This design comes from an exercise in tuning for small area on the open sky130 flow, not from production work. Only simulation tests tie the RTL to the original design; equivalence was not proved. Power and IR drop assume default switching activity.

// tdes_enc
module tdes_enc (
	input  wire          clk,
	input  wire          rst,
	input  wire  [127:0] pt,
	input  wire  [191:0] keys,
	output logic [127:0] ct,
	output logic [191:0] ek
);
For scale: roughly 1500 cells after synthesis, ~330 flip-flops, about 640 I/O pins, ~13000 sq um of cells after synthesis.
clock: 5.0 ns
lec_check: 0
cap_margin: 20
core_area: 5 5 165 165
die_area: 0 0 170 170
slew_margin: 20
standard.sh (not shown) runs the stock make flow with config.mk's settings and CLKGATE_MAP_FILE= SYNTH_SCRIPT=/design/flow/synth_recipe.tcl, a recipe that flattens the netlist after the stock synthesis.
==> flow/flow/run.sh <==
#!/bin/bash
# The standard layout (standard.sh) with three changes:
#  - synthesis maps logic with an area-oriented abc script (flow/my_synth.tcl),
#  - ports are buffered with the smallest buffer,
#  - the clock tree uses small buffers and no dummy loads.
set -euo pipefail
W=$(pwd)
sed "s#SYNTH_SCRIPT=[^ ]*#SYNTH_SCRIPT=$W/flow/my_synth.tcl#" standard.sh > my_standard.sh
export BUFFER_PORTS_ARGS="-buffer_cell sky130_fd_sc_hd__buf_1"
export REMOVE_ABC_BUFFERS=1
export PLACE_PINS_ARGS="-min_distance 1 -min_distance_in_tracks"
export CTS_ARGS="-sink_clustering_enable -sink_clustering_size 10 -sink_clustering_max_diameter 40 -repair_clock_nets -dont_use_dummy_load -buf_list sky130_fd_sc_hd__clkbuf_4"
bash my_standard.sh finish > standard_flow.log 2>&1
==> flow/flow/area.abc <==
&get -n
&st
&dch -f
&nf -R 1000 -p -E 100
&st
&dch -f
&nf -R 1000 -p -E 100
&put
==> flow/flow/my_synth.tcl <==
# The standard flow's synthesis (synth_recipe.tcl) with only the abc step's script swapped
# for the area-oriented one beside this file. Registers are mapped before abc,
# so they come out as in the standard synthesis.
set ::my_abc_script [file join [file dirname [file normalize [info script]]] area.abc]
proc abc {args} {
  set i [lsearch -exact $args -script]
  if { $i >= 0 } { lset args [expr {$i + 1}] $::my_abc_script }
  puts "abc with $::my_abc_script"
  yosys abc {*}$args
}
source [file join [file dirname [file dirname [file normalize [info script]]]] synth_recipe.tcl]
The first run ran to the end with no violations.
==> next run, changes <==
CORE_AREA = 5 5 155 155   (was 5 5 165 165)
DIE_AREA = 0 0 160 160   (was 0 0 170 170)
GPL_TIMING_DRIVEN = 0   (was not set)
Effect:
- The changed run completed with no timing, DRC or antenna violations
- setup slack degrades by 0.22 ns
- core utilization is higher by 11 points
- total power is about the same
- clock-buffer cell count falls by 2
- maximum frequency goes down by 5.6%
- wire length climbs by 0.85%
- cell area climbs by 2.1%
- die area came out lower by 11%
- critical path depth came out higher by 6
- worst hold slack hardly moves
- non-clock buffer count grows by 5
==> next run, changes <==
--- a/flow/flow/run.sh
+++ b/flow/flow/run.sh
@@ -12 +12 @@
-export CTS_ARGS="-sink_clustering_enable -sink_clustering_size 10 -sink_clustering_max_diameter 40 -repair_clock_nets -dont_use_dummy_load -buf_list sky130_fd_sc_hd__clkbuf_4"
+export CTS_ARGS="-sink_clustering_enable -sink_clustering_size 8 -sink_clustering_max_diameter 50 -repair_clock_nets -dont_use_dummy_load -buf_list sky130_fd_sc_hd__clkbuf_4"
GPL_TIMING_DRIVEN = not set   (was 0)
Power went up by 0.34%.
Wire length decreases by 3.2%.
Design area shrinks by 2.4%.
Worst hold slack stays flat.


The RTL this note starts from:
==> flow/design.v <==
`default_nettype none
module tdes_enc (
	input  wire          clk,
	input  wire          rst,
	input  wire  [127:0] pt,
	input  wire  [191:0] keys,
	output logic [127:0] ct,
	output logic [191:0] ek
);
	logic        ld;           
	logic [3:0]  rc;           
	logic        p1, p2, nd;   
	logic [63:0] x_q, y_q, k_q;   
	logic [63:0] e1_q, e2_q;
	wire run   = ~ld & nd;
	wire lastr = (rc == 4'd15);
	function automatic logic [63:0] key_step(input logic [63:0] k);
		logic [15:0] t1, t2, t3, t4;
		t1 = k[63:48] ^ {2'b00, k[13:0]};
		t2 = t1 ^ k[47:32];
		t3 = t2 ^ k[31:16];
		t4 = t3 ^ k[15:0];
		key_step = {t1, t2, t3, t4};
	endfunction
	always_ff @(posedge clk) begin
		ld <= rst;
		rc <= ld ? 4'd0 : rc + 4'd1;
		if (rst) begin
			p1 <= 1'b0;
			p2 <= 1'b0;
			nd <= 1'b1;
		end else if (~ld && lastr) begin
			p1 <= 1'b1;
			p2 <= p1;
			nd <= ~p2;
		end
	end
	always_ff @(posedge clk) begin
		if (ld) begin
			x_q <= ~pt[127:64];
		end else if (run) begin
			if (!(rc == 4'd0 && p1))
				x_q <= y_q;
		end
	end
	always_ff @(posedge clk) begin
		if (ld)
			y_q <= ~pt[63:0];
		else
			y_q <= y_q ^ ({64{run}} & (x_q ^ k_q));
	end
	wire k_en   = ld | (run & ~(lastr & p2));
	wire k_s1   = ld;
	wire k_s2   = ~ld & lastr & ~p1;
	wire k_s3   = ~ld & lastr & p1;
	wire k_step = ~ld & ~lastr;
	wire [63:0] k_nx = ({64{k_s1}} & keys[191:128]) |
	                   ({64{k_s2}} & keys[127:64]) |
	                   ({64{k_s3}} & keys[63:0]) |
	                   ({64{k_step}} & ~(key_step(k_q) ^ 64'h3fff_c000_3fff_c000));
	always_ff @(posedge clk) begin
		if (k_en)
			k_q <= ~k_nx;
	end
	wire e1_en = rst | (run & lastr & ~p1);
	wire e2_en = rst | (run & lastr & p1 & ~p2);
	always_ff @(posedge clk) begin
		if (e1_en)
			e1_q <= ~(k_q | {64{rst}});
		if (e2_en)
			e2_q <= ~(k_q | {64{rst}});
	end
	assign ct = ~({x_q, y_q} | {128{nd}});
	assign ek = {e1_q, e2_q, ~(k_q | {64{nd}})};
endmodule
`default_nettype wire
export LEC_CHECK = 0
export CAP_MARGIN = 20
export CORE_AREA = 5 5 175 175
export DIE_AREA = 0 0 180 180
export SLEW_MARGIN = 20
create_clock -name core_clock -period 5.0 [get_ports {clk}]
==> flow/flow/run.sh <==
#!/bin/bash
# The standard layout (standard.sh) with three changes:
#  - synthesis maps logic with an area-oriented abc script (flow/my_synth.tcl),
#  - ports are buffered with the smallest buffer,
#  - the clock tree uses small buffers and no dummy loads.
set -euo pipefail
W=$(pwd)
sed "s#SYNTH_SCRIPT=[^ ]*#SYNTH_SCRIPT=$W/flow/my_synth.tcl#" standard.sh > my_standard.sh
export BUFFER_PORTS_ARGS="-buffer_cell sky130_fd_sc_hd__buf_1"
export REMOVE_ABC_BUFFERS=1
export PLACE_PINS_ARGS="-min_distance 1 -min_distance_in_tracks"
export CTS_ARGS="-sink_clustering_enable -sink_clustering_size 10 -sink_clustering_max_diameter 40 -repair_clock_nets -dont_use_dummy_load -buf_list sky130_fd_sc_hd__clkbuf_4"
bash my_standard.sh finish > standard_flow.log 2>&1
==> flow/flow/area.abc <==
strash
dc2
dch -f
amap
Scripts as last shown in full above: flow/flow/my_synth.tcl
Rerun with:
--- a/flow/flow/run.sh
+++ b/flow/flow/run.sh
@@ -10,2 +9,0 @@
-export REMOVE_ABC_BUFFERS=1
-export PLACE_PINS_ARGS="-min_distance 1 -min_distance_in_tracks"
- CORE_AREA: 5 5 175 175 -> 5 5 220 220
- DIE_AREA: 0 0 180 180 -> 0 0 225 225
The new run completed without violations.
Combinational power hardly moves.
Power grows by a few percent.
Final cell count goes up by a little under a tenth.
Worst setup slack gains 0.22 ns.
Clock-buffer cell count went up by 9.
Wire length rose by roughly a tenth.
Sequential power barely changes.
Rerun with:
--- a/flow/flow/run.sh
+++ b/flow/flow/run.sh
@@ -9,0 +10,2 @@
+export REMOVE_ABC_BUFFERS=1
+export PLACE_PINS_ARGS="-min_distance 1 -min_distance_in_tracks"
- CORE_AREA: 5 5 220 220 -> 5 5 155 155
- DIE_AREA: 0 0 225 225 -> 0 0 160 160
- clock power drops by about 10%
- power fell by 3.4%
- hold slack is better by 0.11 ns
- synthesized area is unchanged
- first-iteration DRC count came out higher by 79%
- wire length went down by 10%


Setup of R:
Starts from the design.v that is shown in full above.
==> flow/config.mk <==
export PLATFORM = sky130hd
export DESIGN_NAME = tdes_enc
export DESIGN_NICKNAME = tdes_enc
export VERILOG_FILES = /design/flow/design.v
export SDC_FILE = /design/flow/constraint.sdc
export NUM_CORES = 4
export LEC_CHECK = 0
export CAP_MARGIN = 5
export CORE_AREA = 5 5 220 220
export DIE_AREA = 0 0 225 225
export SLEW_MARGIN = 5
==> flow/constraint.sdc <==
create_clock -name core_clock -period 5.0 [get_ports {clk}]
set_input_delay 1.0000 -clock core_clock [delete_from_list [all_inputs] [get_ports {clk}]]
set_output_delay 1.0000 -clock core_clock [all_outputs]
set_load 0.01 [all_outputs]
==> flow/flow/run.sh <==
#!/bin/bash
# The standard layout (standard.sh) with three changes:
#  - synthesis maps logic with an area-oriented abc script (flow/my_synth.tcl),
#  - ports are buffered with the smallest buffer,
#  - the clock tree uses small buffers and no dummy loads.
set -euo pipefail
W=$(pwd)
sed "s#SYNTH_SCRIPT=[^ ]*#SYNTH_SCRIPT=$W/flow/my_synth.tcl#" standard.sh > my_standard.sh
export BUFFER_PORTS_ARGS="-buffer_cell sky130_fd_sc_hd__buf_1"
export REMOVE_ABC_BUFFERS=1
export RECOVER_POWER=100
export CTS_ARGS="-sink_clustering_enable -sink_clustering_size 10 -sink_clustering_max_diameter 40 -repair_clock_nets -dont_use_dummy_load -buf_list sky130_fd_sc_hd__clkbuf_4"
bash my_standard.sh finish > standard_flow.log 2>&1
Scripts as last shown in full above: flow/flow/area.abc, flow/flow/my_synth.tcl
No crash in R: every stage finished, but the layout fails its final checks due to capacitance limit, slew limit.
### R -> Q
# R
export LEC_CHECK = 0
export CAP_MARGIN = 5
export CORE_AREA = 5 5 220 220
export DIE_AREA = 0 0 225 225
export SLEW_MARGIN = 5
create_clock -name core_clock -period 5.0 [get_ports {clk}]
# Q
export LEC_CHECK = 0
export CAP_MARGIN = 20
export CORE_AREA = 5 5 220 220
export DIE_AREA = 0 0 225 225
export SLEW_MARGIN = 20
create_clock -name core_clock -period 5.0 [get_ports {clk}]
-- flow/flow/run.sh --
<<< R, line 9
export BUFFER_PORTS_ARGS="-buffer_cell sky130_fd_sc_hd__buf_1"
export REMOVE_ABC_BUFFERS=1
export RECOVER_POWER=100
export CTS_ARGS="-sink_clustering_enable -sink_clustering_size 10 -sink_clustering_max_diameter 40 -repair_clock_nets -dont_use_dummy_load -buf_list sky130_fd_sc_hd__clkbuf_4"
bash my_standard.sh finish > standard_flow.log 2>&1
>>> Q, line 9
export BUFFER_PORTS_ARGS="-buffer_cell sky130_fd_sc_hd__buf_1"
export CTS_ARGS="-sink_clustering_enable -sink_clustering_size 16 -sink_clustering_max_diameter 50 -repair_clock_nets -dont_use_dummy_load -buf_list sky130_fd_sc_hd__clkbuf_8"
bash my_standard.sh finish > standard_flow.log 2>&1
Findings:
What the final checks of R revealed, after a flow that finished every stage, was a layout that fails on capacitance limit, slew limit.
Q: all stages complete, timing, DRC and antenna checks passed
Looking at worst setup path endpoint, the k_q[28] result is from Q; the ct[110] one comes from R.
R and Q ended up with nearly the same number of ordinary and repair buffers in the finished layout.
Comparing R and Q, the higher peak ir drop on the vdd network was measured on Q.
Placement-stage cell area essentially unchanged between Q and R.
[Q vs R] sequential share of layout area: lower in Q
Summary of Q over R: number of clock buffer instances in the layout dropped 16; critical path depth climbed 7.


north:
RTL: one of the versions met above, not the one the previous note started from.
Size in the first run: about 1500 cells after synthesis, roughly 330 flip-flops, about 640 I/O pins, about 13000 um2 of cells after synthesis.
Settings: LEC_CHECK=0, CAP_MARGIN=20, CORE_AREA=5 5 175 175, DIE_AREA=0 0 180 180, SLEW_MARGIN=20; clock period 5.0 ns.
==> flow/flow/run.sh <==
#!/bin/bash
# The standard layout (standard.sh) with three changes:
#  - synthesis maps logic with an area-oriented abc script (flow/my_synth.tcl),
#  - ports are buffered with the smallest buffer,
#  - the clock tree uses small buffers and no dummy loads.
set -euo pipefail
W=$(pwd)
sed "s#SYNTH_SCRIPT=[^ ]*#SYNTH_SCRIPT=$W/flow/my_synth.tcl#" standard.sh > my_standard.sh
export BUFFER_PORTS_ARGS="-buffer_cell sky130_fd_sc_hd__buf_1"
export REMOVE_ABC_BUFFERS=1
export PLACE_PINS_ARGS="-min_distance 1 -min_distance_in_tracks"
export CTS_ARGS="-sink_clustering_enable -sink_clustering_size 10 -sink_clustering_max_diameter 30 -repair_clock_nets -dont_use_dummy_load -buf_list sky130_fd_sc_hd__clkbuf_4"
bash my_standard.sh finish > standard_flow.log 2>&1
==> flow/flow/area.abc <==
&get -n
&st
&dch -f
&nf -R 1000 -p -E 100
&st
&dch -f
&nf -R 1000 -p -E 100
&put
Scripts as last shown in full above: flow/flow/my_synth.tcl
Here is what was changed in the inputs of south compared with north.
# north
export LEC_CHECK = 0
export CAP_MARGIN = 20
export CORE_AREA = 5 5 175 175
export DIE_AREA = 0 0 180 180
export SLEW_MARGIN = 20
create_clock -name core_clock -period 5.0 [get_ports {clk}]
# south
export LEC_CHECK = 0
export CAP_MARGIN = 20
export CORE_AREA = 5 5 145 145
export DIE_AREA = 0 0 150 150
export SLEW_MARGIN = 20
create_clock -name core_clock -period 5.0 [get_ports {clk}]
diff --git a/flow/flow/run.sh b/flow/flow/run.sh
--- a/flow/flow/run.sh
+++ b/flow/flow/run.sh
@@ -11,3 +11,3 @@
 export PLACE_PINS_ARGS="-min_distance 1 -min_distance_in_tracks"
-export CTS_ARGS="-sink_clustering_enable -sink_clustering_size 10 -sink_clustering_max_diameter 30 -repair_clock_nets -dont_use_dummy_load -buf_list sky130_fd_sc_hd__clkbuf_4"
+export CTS_ARGS="-sink_clustering_enable -sink_clustering_size 8 -sink_clustering_max_diameter 50 -repair_clock_nets -dont_use_dummy_load -buf_list sky130_fd_sc_hd__clkbuf_4"
 bash my_standard.sh finish > standard_flow.log 2>&1
### Flow results
Relative to north, switching share of power has gone up in south.
north vs south, cell with the largest stage delay on the worst path: sky130_fd_sc_hd__buf_4 vs sky130_fd_sc_hd__dfxtp_4
Side by side, final antenna diode count turned out lower in south than in north.
south vs. north: clock skew went down; non-clock buffer count higher; register clock-pin slew on the reported worst setup and hold paths picked up an extra 0.03 ns.
The inputs of east differ from those of south as listed below.
# south
export LEC_CHECK = 0
export CAP_MARGIN = 20
export CORE_AREA = 5 5 145 145
export DIE_AREA = 0 0 150 150
export SLEW_MARGIN = 20
create_clock -name core_clock -period 5.0 [get_ports {clk}]
# east
export LEC_CHECK = 0
export CAP_MARGIN = 20
export CORE_AREA = 5 5 175 175
export DIE_AREA = 0 0 180 180
export SLEW_MARGIN = 20
create_clock -name core_clock -period 5.0 [get_ports {clk}]
diff --git a/flow/flow/run.sh b/flow/flow/run.sh
--- a/flow/flow/run.sh
+++ b/flow/flow/run.sh
@@ -11,3 +11,3 @@
 export PLACE_PINS_ARGS="-min_distance 1 -min_distance_in_tracks"
-export CTS_ARGS="-sink_clustering_enable -sink_clustering_size 8 -sink_clustering_max_diameter 50 -repair_clock_nets -dont_use_dummy_load -buf_list sky130_fd_sc_hd__clkbuf_4"
+export CTS_ARGS="-sink_clustering_enable -sink_clustering_size 10 -sink_clustering_max_diameter 40 -repair_clock_nets -dont_use_dummy_load -buf_list sky130_fd_sc_hd__clkbuf_4"
 bash my_standard.sh finish > standard_flow.log 2>&1
- Total design power delta (south -> east): insignificant
- east gives less non-clock buffer count than south did.
- Critical path capture point: ct[104] -> south, ct[126] -> east
- south has higher post-route fraction of the period consumed by the critical path than east.
- Of east and south, the run reporting the lower global-route usage was east.
- On post-synthesis xor/xnor area fraction, south tracks east almost exactly.
- Against south, design area in east rose slightly.
- Of east and south, the run reporting the lower upper clock frequency limit was south.
- From south to east the numbers moved as follows: number of buffers on the longest clock path comparable, hold slack dropped 0.0065 ns.
[inputs] west vs east
# east
export LEC_CHECK = 0
export CAP_MARGIN = 20
export CORE_AREA = 5 5 175 175
export DIE_AREA = 0 0 180 180
export SLEW_MARGIN = 20
create_clock -name core_clock -period 5.0 [get_ports {clk}]
# west
export LEC_CHECK = 0
export CAP_MARGIN = 20
export CORE_AREA = 5 5 155 155
export DIE_AREA = 0 0 160 160
export SLEW_MARGIN = 20
create_clock -name core_clock -period 5.0 [get_ports {clk}]
==> comparison <==
Looking at the reports, west completed the entire flow and the layout it produced met the timing, DRC and antenna checks. Summary — wire length after detailed routing, west relative to east: lower, by about 3.3%. For east, the cell with the biggest individual delay on the critical path was sky130_fd_sc_hd__buf_4, unlike west, where it was sky130_fd_sc_hd__dfxtp_4. Comparing east against west, there is no change at all in area fraction in compound gates after synthesis. Diff east -> west | total instance count after detailed placement | down by a few percent.
For middle, these inputs were changed with respect to west:
# west
export LEC_CHECK = 0
export CAP_MARGIN = 20
export CORE_AREA = 5 5 155 155
export DIE_AREA = 0 0 160 160
export SLEW_MARGIN = 20
create_clock -name core_clock -period 5.0 [get_ports {clk}]
# middle
export LEC_CHECK = 0
export CAP_MARGIN = 20
export CORE_AREA = 5 5 175 175
export DIE_AREA = 0 0 180 180
export SLEW_MARGIN = 20
create_clock -name core_clock -period 5.0 [get_ports {clk}]
==> flow/flow/area.abc <==
&get -n
&st
&dch
&nf -R 1000 -p -E 100
&put
- NOTE layout net count west->middle decreased by a few percent
- Register fraction of the total cell area was higher in west than in middle.
- middle against west; final non-filler cell area is up by a few percent.
- middle vs. west: source-to-sink clock delay at the later pin of the worst-skew pair rose 0.02 ns; sequential area share after synthesis shows a reduction of 1.0 points; data required time of the worst path went up by 1.58 ns; die area moved up.
- Looking at endpoint of the most critical setup path, the x_q[63] result is from middle; the ek[8] one comes from west.
- Diff west..middle | number of pins exceeding their max-slew limit in the final report | unchanged
- Diff west -> middle | horizontal extent of the die | increase of 13%

-- static timing again, ports no longer ideal --
In the flow no input, the clock included, has a driving cell. The finished layouts below were timed again as built, in two steps. Step 1 sets driving cells, clkbuf_16 on the clock port and buf_2 on the other inputs (assumed; they add their load-dependent delay and slew). Step 2 times the ports against the registers' clock, not the clock port: input delays grow and output delays shrink by t, the midpoint of the rising clock arrivals with the driver on. a / b / c = ideal ports / drivers / drivers and shift; a / b = the first two.
run | t, ns | setup WS [ns] | hold WS [ns] | latest minus earliest clock arrival (ns)
the first run of note 1 | 0.706 | 1.331 / 1.285 / 1.830 | 0.453 / 0.453 / 0.453 | 0.052 / 0.052
the second run of note 1 | 0.686 | 1.112 / 1.112 / 1.112 | 0.456 / 0.456 / 0.456 | 0.061 / 0.061
the third run of note 1 | 0.714 | 1.417 / 1.372 / 1.756 | 0.456 / 0.456 / 0.456 | 0.058 / 0.058
the first run of note 2 | 0.702 | 1.427 / 1.380 / 1.941 | 0.459 / 0.459 / 0.459 | 0.054 / 0.054
the second run of note 2 | 0.801 | 1.651 / 1.608 / 1.778 | 0.352 / 0.373 / 0.472 | 0.134 / 0.134
the third run of note 2 | 0.689 | 1.459 / 1.459 / 1.459 | 0.466 / 0.466 / 0.466 | 0.055 / 0.055
R | 0.815 | 0.769 / 0.723 / 0.920 | 0.349 / 0.352 / 0.469 | 0.104 / 0.103
Q | 0.627 | 1.812 / 1.810 / 1.812 | 0.470 / 0.470 / 0.470 | 0.077 / 0.077
north | 0.691 | 1.396 / 1.350 / 1.973 | 0.448 / 0.448 / 0.448 | 0.109 / 0.109
south | 0.693 | 1.337 / 1.292 / 1.777 | 0.459 / 0.459 / 0.459 | 0.050 / 0.050
east | 0.707 | 1.390 / 1.344 / 1.952 | 0.452 / 0.444 / 0.452 | 0.074 / 0.074
west | 0.680 | 1.466 / 1.422 / 1.708 | 0.456 / 0.456 / 0.456 | 0.064 / 0.064
middle | 0.702 | 1.183 / 1.183 / 1.183 | 0.452 / 0.452 / 0.452 | 0.065 / 0.066
